Context: an optimization exercise on an open-source flow, tuned for small area and a short achievable clock period. The choices shown serve that exercise and are no tape-out recipe. At most, simulation tests tie the RTL to the original design; equivalence was not proved.

==> trial 45: inputs <==
## fft_mag_sq_frame
module fft_mag_sq_frame
#(
  parameter  int FFT_LEN = 64,
  localparam int IDX_W   = $clog2(FFT_LEN)
) (
  input  logic             aclk,
  input  logic             areset,
  input  logic [31:0]      slave_tdata,
  input  logic             slave_tvalid,
  output logic             slave_tready,
  output logic [31:0]      master_tdata,
  output logic             master_tvalid,
  input  logic             master_tready,
  output logic             master_tlast,
  output logic [IDX_W-1:0] peak_bin,
  output logic [31:0]      peak_mag,
  output logic             peak_valid
);
make LEC_CHECK=0 ABC_CLOCK_PERIOD_IN_PS=3500 CAP_MARGIN=20 CORE_MARGIN=2 CORE_UTILIZATION=40 SETUP_SLACK_MARGIN=3.2 SLEW_MARGIN=20 SYNTH_HIERARCHICAL=1 SYNTH_MINIMUM_KEEP_SIZE=0 finish   # period 7.0 ns
run.sh (not shown) runs the stock make flow with config.mk's settings and CLKGATE_MAP_FILE= SYNTH_SCRIPT=/design/flow/synth_recipe.tcl, a recipe that flattens the netlist after the stock synthesis.
==> build 83 (differences from trial 45) <==
--- a/flow/design.v
+++ b/flow/design.v
@@ -30,16 +30,16 @@
   output logic             peak_valid
 );
   localparam logic [IDX_W-1:0] LAST_IDX = IDX_W'(FFT_LEN - 1);
   logic             en_s, hs_s, first_s, last_s, upd_s;
   logic [15:0]      re_s, im_s, re_abs_s, im_abs_s;
-  logic [31:0]      row0_s, row1_s, mag_s;
+  logic [31:0]      row0_s, row1_s, sum_s, mag_s;
   logic [15:0]      tree_a_s, tree_b_s;
   logic [31:0]      tree_row0_s, tree_row1_s;
-  logic             s1_valid_r, s2_valid_r;
+  logic             s1_valid_r, s2_valid_r, s3_valid_r;
   logic [15:0]      s1_re_r, s1_im_r;
-  logic [31:0]      s2_row0_r, s2_row1_r;
+  logic [31:0]      s2_row0_r, s2_row1_r, s3_mag_r;
   logic [IDX_W-1:0] bin_cnt_r;
   logic [31:0]      run_max_r, peak_mag_r;
   logic [IDX_W-1:0] run_bin_r, peak_bin_r;
   logic             peak_valid_r;
   assign en_s         = master_tready;
@@ -50,21 +50,24 @@
   assign im_abs_s = im_s[15] ? (~im_s + 16'd1) : im_s;
   always_ff @(posedge aclk) begin
     if (areset) begin
       s1_valid_r <= 1'b0;
       s2_valid_r <= 1'b0;
+      s3_valid_r <= 1'b0;
     end else if (en_s) begin
       s1_valid_r <= slave_tvalid;
       s2_valid_r <= s1_valid_r;
+      s3_valid_r <= s2_valid_r;
     end
   end
   always_ff @(posedge aclk) begin
     if (en_s) begin
       s1_re_r   <= re_abs_s;
       s1_im_r   <= im_abs_s;
       s2_row0_r <= row0_s;
       s2_row1_r <= row1_s;
+      s3_mag_r  <= sum_s;
     end
   end
   assign tree_a_s = s1_re_r;
   assign tree_b_s = s1_im_r;
   assign row0_s   = tree_row0_s;
@@ -673,12 +676,13 @@
   mag_fa u_fa195 (.a(fa143_c), .b(fa168_s), .c(fa167_c), .s(fa195_s), .co(fa195_c));
   wire fa196_s, fa196_c;
   mag_fa u_fa196 (.a(ppb_13_14), .b(fa169_s), .c(fa168_c), .s(fa196_s), .co(fa196_c));
   assign tree_row0_s = {1'b1, ~tree_a_s[15], fa169_c, fa196_s, fa195_s, fa194_s, fa193_s, fa192_s, fa191_s, fa190_s, fa189_s, fa188_s, fa187_s, fa186_s, fa185_s, fa184_s, fa183_s, fa182_s, fa181_s, fa180_s, fa179_s, fa178_s, fa177_s, fa176_s, fa175_s, fa174_s, fa173_s, fa172_s, fa171_s, ha170_s, 1'b1, ~tree_a_s[0]};
   assign tree_row1_s = {1'b1, ~tree_b_s[15], fa196_c, fa195_c, fa194_c, fa193_c, fa192_c, fa191_c, fa190_c, fa189_c, fa188_c, fa187_c, fa186_c, fa185_c, fa184_c, fa183_c, fa182_c, fa181_c, fa180_c, fa179_c, fa178_c, fa177_c, fa176_c, fa175_c, fa174_c, fa173_c, fa172_c, fa171_c, ha170_c, ha144_s, 1'b1, ~tree_b_s[0]};
-  assign mag_s = ~(s2_row0_r + s2_row1_r + 32'd1);
-  assign hs_s    = s2_valid_r && master_tready;
+  assign sum_s = ~(s2_row0_r + s2_row1_r + 32'd1);
+  assign mag_s = s3_mag_r;
+  assign hs_s    = s3_valid_r && master_tready;
   assign first_s = (bin_cnt_r == {IDX_W{1'b0}});
   assign last_s  = (bin_cnt_r == LAST_IDX);
   always_ff @(posedge aclk) begin
     if (areset) begin
       bin_cnt_r <= {IDX_W{1'b0}};
@@ -702,11 +706,11 @@
       peak_valid_r <= 1'b0;
     end else begin
       peak_valid_r <= hs_s && last_s;
     end
   end
-  assign master_tvalid = s2_valid_r;
+  assign master_tvalid = s3_valid_r;
   assign master_tdata  = mag_s;
   assign master_tlast  = last_s;
   assign peak_bin      = peak_bin_r;
   assign peak_mag      = peak_mag_r;
   assign peak_valid    = peak_valid_r;
==> flow/flow/run.sh (new file) <==
#!/bin/bash
set -euo pipefail
bash standard.sh "BUFFER_PORTS_ARGS=-buffer_cell sky130_fd_sc_hd__buf_1" finish > standard.log 2>&1
==> flow/standard.sh (new file) <==
#!/bin/bash
# synth_recipe.tcl (not shown) runs the flow's synth.tcl, then flattens the netlist and writes it again
# the make line also repeats each setting of config.mk as NAME=value (left out here)
make -C /OpenROAD-flow-scripts/flow DESIGN_CONFIG=/design/flow/config.mk WORK_HOME=/design/flow/orfs CLKGATE_MAP_FILE= SYNTH_SCRIPT=/design/flow/synth_recipe.tcl "${@:-finish}"
removed: flow/run.sh
==> trial 88 (differences from trial 45) <==
--- a/flow/design.v
+++ b/flow/design.v
@@ -30,16 +30,20 @@
   output logic             peak_valid
 );
   localparam logic [IDX_W-1:0] LAST_IDX = IDX_W'(FFT_LEN - 1);
   logic             en_s, hs_s, first_s, last_s, upd_s;
   logic [15:0]      re_s, im_s, re_abs_s, im_abs_s;
-  logic [31:0]      row0_s, row1_s, mag_s;
+  logic [31:0]      row0_s, row1_s, sum_s, mag_s;
   logic [15:0]      tree_a_s, tree_b_s;
   logic [31:0]      tree_row0_s, tree_row1_s;
-  logic             s1_valid_r, s2_valid_r;
+  logic             tree_cin_s;
+  logic             s1_valid_r, s2_valid_r, s3_valid_r;
   logic [15:0]      s1_re_r, s1_im_r;
-  logic [31:0]      s2_row0_r, s2_row1_r;
+  logic [31:0]      s3_mag_r;
+  logic [31:0]      s2_row0_r;
+  logic [31:8]      s2_row1_r;
+  logic             s2_cin_r;
   logic [IDX_W-1:0] bin_cnt_r;
   logic [31:0]      run_max_r, peak_mag_r;
   logic [IDX_W-1:0] run_bin_r, peak_bin_r;
   logic             peak_valid_r;
   assign en_s         = master_tready;
@@ -50,21 +54,25 @@
   assign im_abs_s = im_s[15] ? (~im_s + 16'd1) : im_s;
   always_ff @(posedge aclk) begin
     if (areset) begin
       s1_valid_r <= 1'b0;
       s2_valid_r <= 1'b0;
+      s3_valid_r <= 1'b0;
     end else if (en_s) begin
       s1_valid_r <= slave_tvalid;
       s2_valid_r <= s1_valid_r;
+      s3_valid_r <= s2_valid_r;
     end
   end
   always_ff @(posedge aclk) begin
     if (en_s) begin
       s1_re_r   <= re_abs_s;
       s1_im_r   <= im_abs_s;
       s2_row0_r <= row0_s;
-      s2_row1_r <= row1_s;
+      s2_row1_r <= row1_s[31:8];
+      s2_cin_r  <= tree_cin_s;
+      s3_mag_r  <= sum_s;
     end
   end
   assign tree_a_s = s1_re_r;
   assign tree_b_s = s1_im_r;
   assign row0_s   = tree_row0_s;
@@ -671,14 +679,31 @@
   mag_fa u_fa194 (.a(fa141_c), .b(fa167_s), .c(fa166_c), .s(fa194_s), .co(fa194_c));
   wire fa195_s, fa195_c;
   mag_fa u_fa195 (.a(fa143_c), .b(fa168_s), .c(fa167_c), .s(fa195_s), .co(fa195_c));
   wire fa196_s, fa196_c;
   mag_fa u_fa196 (.a(ppb_13_14), .b(fa169_s), .c(fa168_c), .s(fa196_s), .co(fa196_c));
-  assign tree_row0_s = {1'b1, ~tree_a_s[15], fa169_c, fa196_s, fa195_s, fa194_s, fa193_s, fa192_s, fa191_s, fa190_s, fa189_s, fa188_s, fa187_s, fa186_s, fa185_s, fa184_s, fa183_s, fa182_s, fa181_s, fa180_s, fa179_s, fa178_s, fa177_s, fa176_s, fa175_s, fa174_s, fa173_s, fa172_s, fa171_s, ha170_s, 1'b1, ~tree_a_s[0]};
-  assign tree_row1_s = {1'b1, ~tree_b_s[15], fa196_c, fa195_c, fa194_c, fa193_c, fa192_c, fa191_c, fa190_c, fa189_c, fa188_c, fa187_c, fa186_c, fa185_c, fa184_c, fa183_c, fa182_c, fa181_c, fa180_c, fa179_c, fa178_c, fa177_c, fa176_c, fa175_c, fa174_c, fa173_c, fa172_c, fa171_c, ha170_c, ha144_s, 1'b1, ~tree_b_s[0]};
-  assign mag_s = ~(s2_row0_r + s2_row1_r + 32'd1);
-  assign hs_s    = s2_valid_r && master_tready;
+  wire lo0_s = ~(~tree_a_s[0] ^ ~tree_b_s[0]);
+  wire lo0_c = ~tree_a_s[0] | ~tree_b_s[0];
+  wire lo2_s = ~(ha170_s ^ ha144_s);
+  wire lo2_c = ha170_s | ha144_s;
+  wire lo3_s, lo3_c;
+  mag_fa u_lo3 (.a(fa171_s), .b(ha170_c), .c(lo2_c), .s(lo3_s), .co(lo3_c));
+  wire lo4_s, lo4_c;
+  mag_fa u_lo4 (.a(fa172_s), .b(fa171_c), .c(lo3_c), .s(lo4_s), .co(lo4_c));
+  wire lo5_s, lo5_c;
+  mag_fa u_lo5 (.a(fa173_s), .b(fa172_c), .c(lo4_c), .s(lo5_s), .co(lo5_c));
+  wire lo6_s, lo6_c;
+  mag_fa u_lo6 (.a(fa174_s), .b(fa173_c), .c(lo5_c), .s(lo6_s), .co(lo6_c));
+  wire lo7_s, lo7_c;
+  mag_fa u_lo7 (.a(fa175_s), .b(fa174_c), .c(lo6_c), .s(lo7_s), .co(lo7_c));
+  assign tree_row0_s = {1'b1, ~tree_a_s[15], fa169_c, fa196_s, fa195_s, fa194_s, fa193_s, fa192_s, fa191_s, fa190_s, fa189_s, fa188_s, fa187_s, fa186_s, fa185_s, fa184_s, fa183_s, fa182_s, fa181_s, fa180_s, fa179_s, fa178_s, fa177_s, fa176_s, lo7_s, lo6_s, lo5_s, lo4_s, lo3_s, lo2_s, lo0_c, lo0_s};
+  assign tree_row1_s = {1'b1, ~tree_b_s[15], fa196_c, fa195_c, fa194_c, fa193_c, fa192_c, fa191_c, fa190_c, fa189_c, fa188_c, fa187_c, fa186_c, fa185_c, fa184_c, fa183_c, fa182_c, fa181_c, fa180_c, fa179_c, fa178_c, fa177_c, fa176_c, fa175_c, 1'b1, 1'b1, 1'b1, 1'b1, 1'b1, 1'b1, 1'b1, 1'b1};
+  assign tree_cin_s = lo7_c;
+  assign sum_s[7:0]  = ~s2_row0_r[7:0];
+  assign sum_s[31:8] = ~(s2_row0_r[31:8] + s2_row1_r + 24'(s2_cin_r));
+  assign mag_s = s3_mag_r;
+  assign hs_s    = s3_valid_r && master_tready;
   assign first_s = (bin_cnt_r == {IDX_W{1'b0}});
   assign last_s  = (bin_cnt_r == LAST_IDX);
   always_ff @(posedge aclk) begin
     if (areset) begin
       bin_cnt_r <= {IDX_W{1'b0}};
@@ -702,11 +727,11 @@
       peak_valid_r <= 1'b0;
     end else begin
       peak_valid_r <= hs_s && last_s;
     end
   end
-  assign master_tvalid = s2_valid_r;
+  assign master_tvalid = s3_valid_r;
   assign master_tdata  = mag_s;
   assign master_tlast  = last_s;
   assign peak_bin      = peak_bin_r;
   assign peak_mag      = peak_mag_r;
   assign peak_valid    = peak_valid_r;
==> flow/flow/run.sh (new file) <==
#!/bin/bash
set -euo pipefail
bash standard.sh "BUFFER_PORTS_ARGS=-buffer_cell sky130_fd_sc_hd__buf_1" finish > standard.log 2>&1
==> flow/standard.sh (new file) <==
#!/bin/bash
# synth_recipe.tcl (not shown) runs the flow's synth.tcl, then flattens the netlist and writes it again
# the make line also repeats each setting of config.mk as NAME=value (left out here)
make -C /OpenROAD-flow-scripts/flow DESIGN_CONFIG=/design/flow/config.mk WORK_HOME=/design/flow/orfs CLKGATE_MAP_FILE= SYNTH_SCRIPT=/design/flow/synth_recipe.tcl "${@:-finish}"
CTS_BUF_LIST = sky130_fd_sc_hd__clkbuf_8   (was unset)
CTS_CLUSTER_SIZE = 18   (was unset)
removed: flow/run.sh
==> build 31 (differences from trial 45) <==
--- a/flow/design.v
+++ b/flow/design.v
@@ -30,16 +30,20 @@
   output logic             peak_valid
 );
   localparam logic [IDX_W-1:0] LAST_IDX = IDX_W'(FFT_LEN - 1);
   logic             en_s, hs_s, first_s, last_s, upd_s;
   logic [15:0]      re_s, im_s, re_abs_s, im_abs_s;
-  logic [31:0]      row0_s, row1_s, mag_s;
+  logic [31:0]      row0_s, row1_s, sum_s, mag_s;
   logic [15:0]      tree_a_s, tree_b_s;
   logic [31:0]      tree_row0_s, tree_row1_s;
-  logic             s1_valid_r, s2_valid_r;
+  logic             tree_cin_s;
+  logic             s1_valid_r, s2_valid_r, s3_valid_r;
   logic [15:0]      s1_re_r, s1_im_r;
-  logic [31:0]      s2_row0_r, s2_row1_r;
+  logic [31:0]      s3_mag_r;
+  logic [31:0]      s2_row0_r;
+  logic [31:8]      s2_row1_r;
+  logic             s2_cin_r;
   logic [IDX_W-1:0] bin_cnt_r;
   logic [31:0]      run_max_r, peak_mag_r;
   logic [IDX_W-1:0] run_bin_r, peak_bin_r;
   logic             peak_valid_r;
   assign en_s         = master_tready;
@@ -50,21 +54,25 @@
   assign im_abs_s = im_s[15] ? (~im_s + 16'd1) : im_s;
   always_ff @(posedge aclk) begin
     if (areset) begin
       s1_valid_r <= 1'b0;
       s2_valid_r <= 1'b0;
+      s3_valid_r <= 1'b0;
     end else if (en_s) begin
       s1_valid_r <= slave_tvalid;
       s2_valid_r <= s1_valid_r;
+      s3_valid_r <= s2_valid_r;
     end
   end
   always_ff @(posedge aclk) begin
     if (en_s) begin
       s1_re_r   <= re_abs_s;
       s1_im_r   <= im_abs_s;
       s2_row0_r <= row0_s;
-      s2_row1_r <= row1_s;
+      s2_row1_r <= row1_s[31:8];
+      s2_cin_r  <= tree_cin_s;
+      s3_mag_r  <= sum_s;
     end
   end
   assign tree_a_s = s1_re_r;
   assign tree_b_s = s1_im_r;
   assign row0_s   = tree_row0_s;
@@ -671,14 +679,31 @@
   mag_fa u_fa194 (.a(fa141_c), .b(fa167_s), .c(fa166_c), .s(fa194_s), .co(fa194_c));
   wire fa195_s, fa195_c;
   mag_fa u_fa195 (.a(fa143_c), .b(fa168_s), .c(fa167_c), .s(fa195_s), .co(fa195_c));
   wire fa196_s, fa196_c;
   mag_fa u_fa196 (.a(ppb_13_14), .b(fa169_s), .c(fa168_c), .s(fa196_s), .co(fa196_c));
-  assign tree_row0_s = {1'b1, ~tree_a_s[15], fa169_c, fa196_s, fa195_s, fa194_s, fa193_s, fa192_s, fa191_s, fa190_s, fa189_s, fa188_s, fa187_s, fa186_s, fa185_s, fa184_s, fa183_s, fa182_s, fa181_s, fa180_s, fa179_s, fa178_s, fa177_s, fa176_s, fa175_s, fa174_s, fa173_s, fa172_s, fa171_s, ha170_s, 1'b1, ~tree_a_s[0]};
-  assign tree_row1_s = {1'b1, ~tree_b_s[15], fa196_c, fa195_c, fa194_c, fa193_c, fa192_c, fa191_c, fa190_c, fa189_c, fa188_c, fa187_c, fa186_c, fa185_c, fa184_c, fa183_c, fa182_c, fa181_c, fa180_c, fa179_c, fa178_c, fa177_c, fa176_c, fa175_c, fa174_c, fa173_c, fa172_c, fa171_c, ha170_c, ha144_s, 1'b1, ~tree_b_s[0]};
-  assign mag_s = ~(s2_row0_r + s2_row1_r + 32'd1);
-  assign hs_s    = s2_valid_r && master_tready;
+  wire lo0_s = ~(~tree_a_s[0] ^ ~tree_b_s[0]);
+  wire lo0_c = ~tree_a_s[0] | ~tree_b_s[0];
+  wire lo2_s = ~(ha170_s ^ ha144_s);
+  wire lo2_c = ha170_s | ha144_s;
+  wire lo3_s, lo3_c;
+  mag_fa u_lo3 (.a(fa171_s), .b(ha170_c), .c(lo2_c), .s(lo3_s), .co(lo3_c));
+  wire lo4_s, lo4_c;
+  mag_fa u_lo4 (.a(fa172_s), .b(fa171_c), .c(lo3_c), .s(lo4_s), .co(lo4_c));
+  wire lo5_s, lo5_c;
+  mag_fa u_lo5 (.a(fa173_s), .b(fa172_c), .c(lo4_c), .s(lo5_s), .co(lo5_c));
+  wire lo6_s, lo6_c;
+  mag_fa u_lo6 (.a(fa174_s), .b(fa173_c), .c(lo5_c), .s(lo6_s), .co(lo6_c));
+  wire lo7_s, lo7_c;
+  mag_fa u_lo7 (.a(fa175_s), .b(fa174_c), .c(lo6_c), .s(lo7_s), .co(lo7_c));
+  assign tree_row0_s = {1'b1, ~tree_a_s[15], fa169_c, fa196_s, fa195_s, fa194_s, fa193_s, fa192_s, fa191_s, fa190_s, fa189_s, fa188_s, fa187_s, fa186_s, fa185_s, fa184_s, fa183_s, fa182_s, fa181_s, fa180_s, fa179_s, fa178_s, fa177_s, fa176_s, lo7_s, lo6_s, lo5_s, lo4_s, lo3_s, lo2_s, lo0_c, lo0_s};
+  assign tree_row1_s = {1'b1, ~tree_b_s[15], fa196_c, fa195_c, fa194_c, fa193_c, fa192_c, fa191_c, fa190_c, fa189_c, fa188_c, fa187_c, fa186_c, fa185_c, fa184_c, fa183_c, fa182_c, fa181_c, fa180_c, fa179_c, fa178_c, fa177_c, fa176_c, fa175_c, 1'b1, 1'b1, 1'b1, 1'b1, 1'b1, 1'b1, 1'b1, 1'b1};
+  assign tree_cin_s = lo7_c;
+  assign sum_s[7:0]  = ~s2_row0_r[7:0];
+  assign sum_s[31:8] = ~(s2_row0_r[31:8] + s2_row1_r + 24'(s2_cin_r));
+  assign mag_s = s3_mag_r;
+  assign hs_s    = s3_valid_r && master_tready;
   assign first_s = (bin_cnt_r == {IDX_W{1'b0}});
   assign last_s  = (bin_cnt_r == LAST_IDX);
   always_ff @(posedge aclk) begin
     if (areset) begin
       bin_cnt_r <= {IDX_W{1'b0}};
@@ -702,11 +727,11 @@
       peak_valid_r <= 1'b0;
     end else begin
       peak_valid_r <= hs_s && last_s;
     end
   end
-  assign master_tvalid = s2_valid_r;
+  assign master_tvalid = s3_valid_r;
   assign master_tdata  = mag_s;
   assign master_tlast  = last_s;
   assign peak_bin      = peak_bin_r;
   assign peak_mag      = peak_mag_r;
   assign peak_valid    = peak_valid_r;
==> flow/flow/run.sh (new file) <==
#!/bin/bash
set -euo pipefail
bash standard.sh "BUFFER_PORTS_ARGS=-buffer_cell sky130_fd_sc_hd__buf_1" finish > standard.log 2>&1
==> flow/standard.sh (new file) <==
#!/bin/bash
# synth_recipe.tcl (not shown) runs the flow's synth.tcl, then flattens the netlist and writes it again
# the make line also repeats each setting of config.mk as NAME=value (left out here)
make -C /OpenROAD-flow-scripts/flow DESIGN_CONFIG=/design/flow/config.mk WORK_HOME=/design/flow/orfs CLKGATE_MAP_FILE= SYNTH_SCRIPT=/design/flow/synth_recipe.tcl "${@:-finish}"
removed: flow/run.sh
==> flow_metrics.py <==
metrics = {
    "outcome": {
        "outcome": "finished clean",
    },
    "synth": {
        "syn_inst": 1174,
    },
    "finish": {
        "num-multi-input-gates": 849,
        "design_area_um2": 18200,
    },
    "power_and_ir_drop": {
        "p_int_mw": 5.90,
        "power_frac_seq": 0.185,
        "leakagePower_nw": 6.97,
    },
    "cts": {
        "htreeDepth": 4,
        "cts_buffers": 17,
        "cts.sinks": 177,
    },
    "grt": {
        "grt_max_degree": 63,
    },
    "route": {
        "routedWlPerCell_um": 19.2,
    },
    "floorplanning": {
        "die_area_um2": 36100,
    },
}
# the run above: trial 45

==> flow_metrics.py <==
metrics = {
    "power_and_ir_drop": {
        "p_int_mw": 4.37,
        "power_frac_seq": 0.301,
    },
    "finish": {
        "num-multi-input-gates": 958,
    },
    "outcome": {
        "outcome": "finished clean",
    },
    "placed_design": {
        "io_buffers": 109,
    },
    "cts": {
        "cts_buffers": 25,
        "cts.sinks": 210,
    },
    "worst_setup_path": {
        "worstPathArrival_ns": 3.99,
    },
    "floorplanning": {
        "io_pins": 110,
        "die_area_um2": 40800,
    },
    "grt": {
        "grt_max_degree": 66,
        "grt_pass1_wl_um": 59100,
    },
    "route": {
        "met2_length_um": 17000,
        "dr.pass1.iters": 5,
    },
    "synth": {
        "ys_seq_area_frac": 0.396,
        "syn_inst": 1347,
    },
    "min_path": {
        "hold_depth": 2,
    },
}
# the run above: build 83

==> flow_metrics.py <==
metrics = {
    "outcome": {
        "outcome": "finished clean",
    },
    "power_and_ir_drop": {
        "p_int_mw": 4.17,
        "leakagePower_nw": 6.28,
        "power.total_mw": 6.85,
    },
    "cts": {
        "htreeDepth": 1,
        "cts.sinks": 205,
        "cts_buffers": 25,
    },
    "floorplanning": {
        "initial_core_util": 0.404,
    },
    "synth": {
        "synth_top_family_by_area": "adder cells",
        "yosys_warnings": 7,
        "synth_commonest_cells": "nand2_1, edfxtp_1, fa_1, inv_1, ha_1",
    },
    "route": {
        "ant_nets": 0,
        "routedWlPerCell_um": 17.5,
    },
    "grt": {
        "grt_max_degree": 84,
    },
    "finish": {
        "nets": 1710,
        "design_area_um2": 17100,
        "mostFrequentLayoutCells": "nand2_1, edfxtp_1, fa_1",
        "num-multi-input-gates": 893,
    },
    "min_path": {
        "hold_class": "reg2reg",
    },
}
# the run above: build 31

==> flow_metrics.py <==
metrics = {
    "finish": {
        "fillerInstances": 3467,
        "num-multi-input-gates": 893,
    },
    "cts": {
        "htreeDepth": 2,
        "cts_buffers": 37,
        "cts.sinks": 205,
    },
    "power_and_ir_drop": {
        "p_int_mw": 4.01,
        "power_frac_seq": 0.323,
        "leakagePower_nw": 6.29,
        "pg_seq_mw": 2.17,
    },
    "route": {
        "routedWlPerCell_um": 17.4,
    },
    "grt": {
        "grt_max_degree": 84,
    },
    "synth": {
        "syn_inst": 1281,
    },
    "outcome": {
        "outcome": "finished clean",
    },
}
# the run above: trial 88

Function not checked in trial 45 and build 83: the RTL went through the layout flow alone.

[separate check: timing with driven ports]
In the flow no input, the clock included, has a driving cell. The finished layouts below were timed again as built, in two steps. Step 1 sets driving cells, clkbuf_16 on the clock port and buf_2 on the other inputs (assumed; they add their load-dependent delay and slew). Step 2 also shifts input and output timing later by t, the mid clock arrival at the registers, as if the neighbouring blocks saw the same clock. a / b / c = no drivers / after step 1 / after step 2; a / b = the first two.
run | shift t [ns] | setup slack, ns | worst setup path after step 2 | slew at the worst register clock pin (ns) | worst data-port slew with drivers (ns)
trial 45 | 0.483 | 2.275 / 2.275 / 2.275 | register to register | 0.07 / 0.07 | 0.04
build 83 | 0.577 | 3.266 / 3.266 / 3.266 | register to register | 0.06 / 0.06 | 0.05
trial 88 | 0.609 | 3.276 / 3.276 / 3.276 | register to register | 0.07 / 0.07 | 0.04
build 31 | 0.567 | 3.286 / 3.286 / 3.286 | register to register | 0.06 / 0.06 | 0.04
After both steps setup and hold are still met in every run listed.
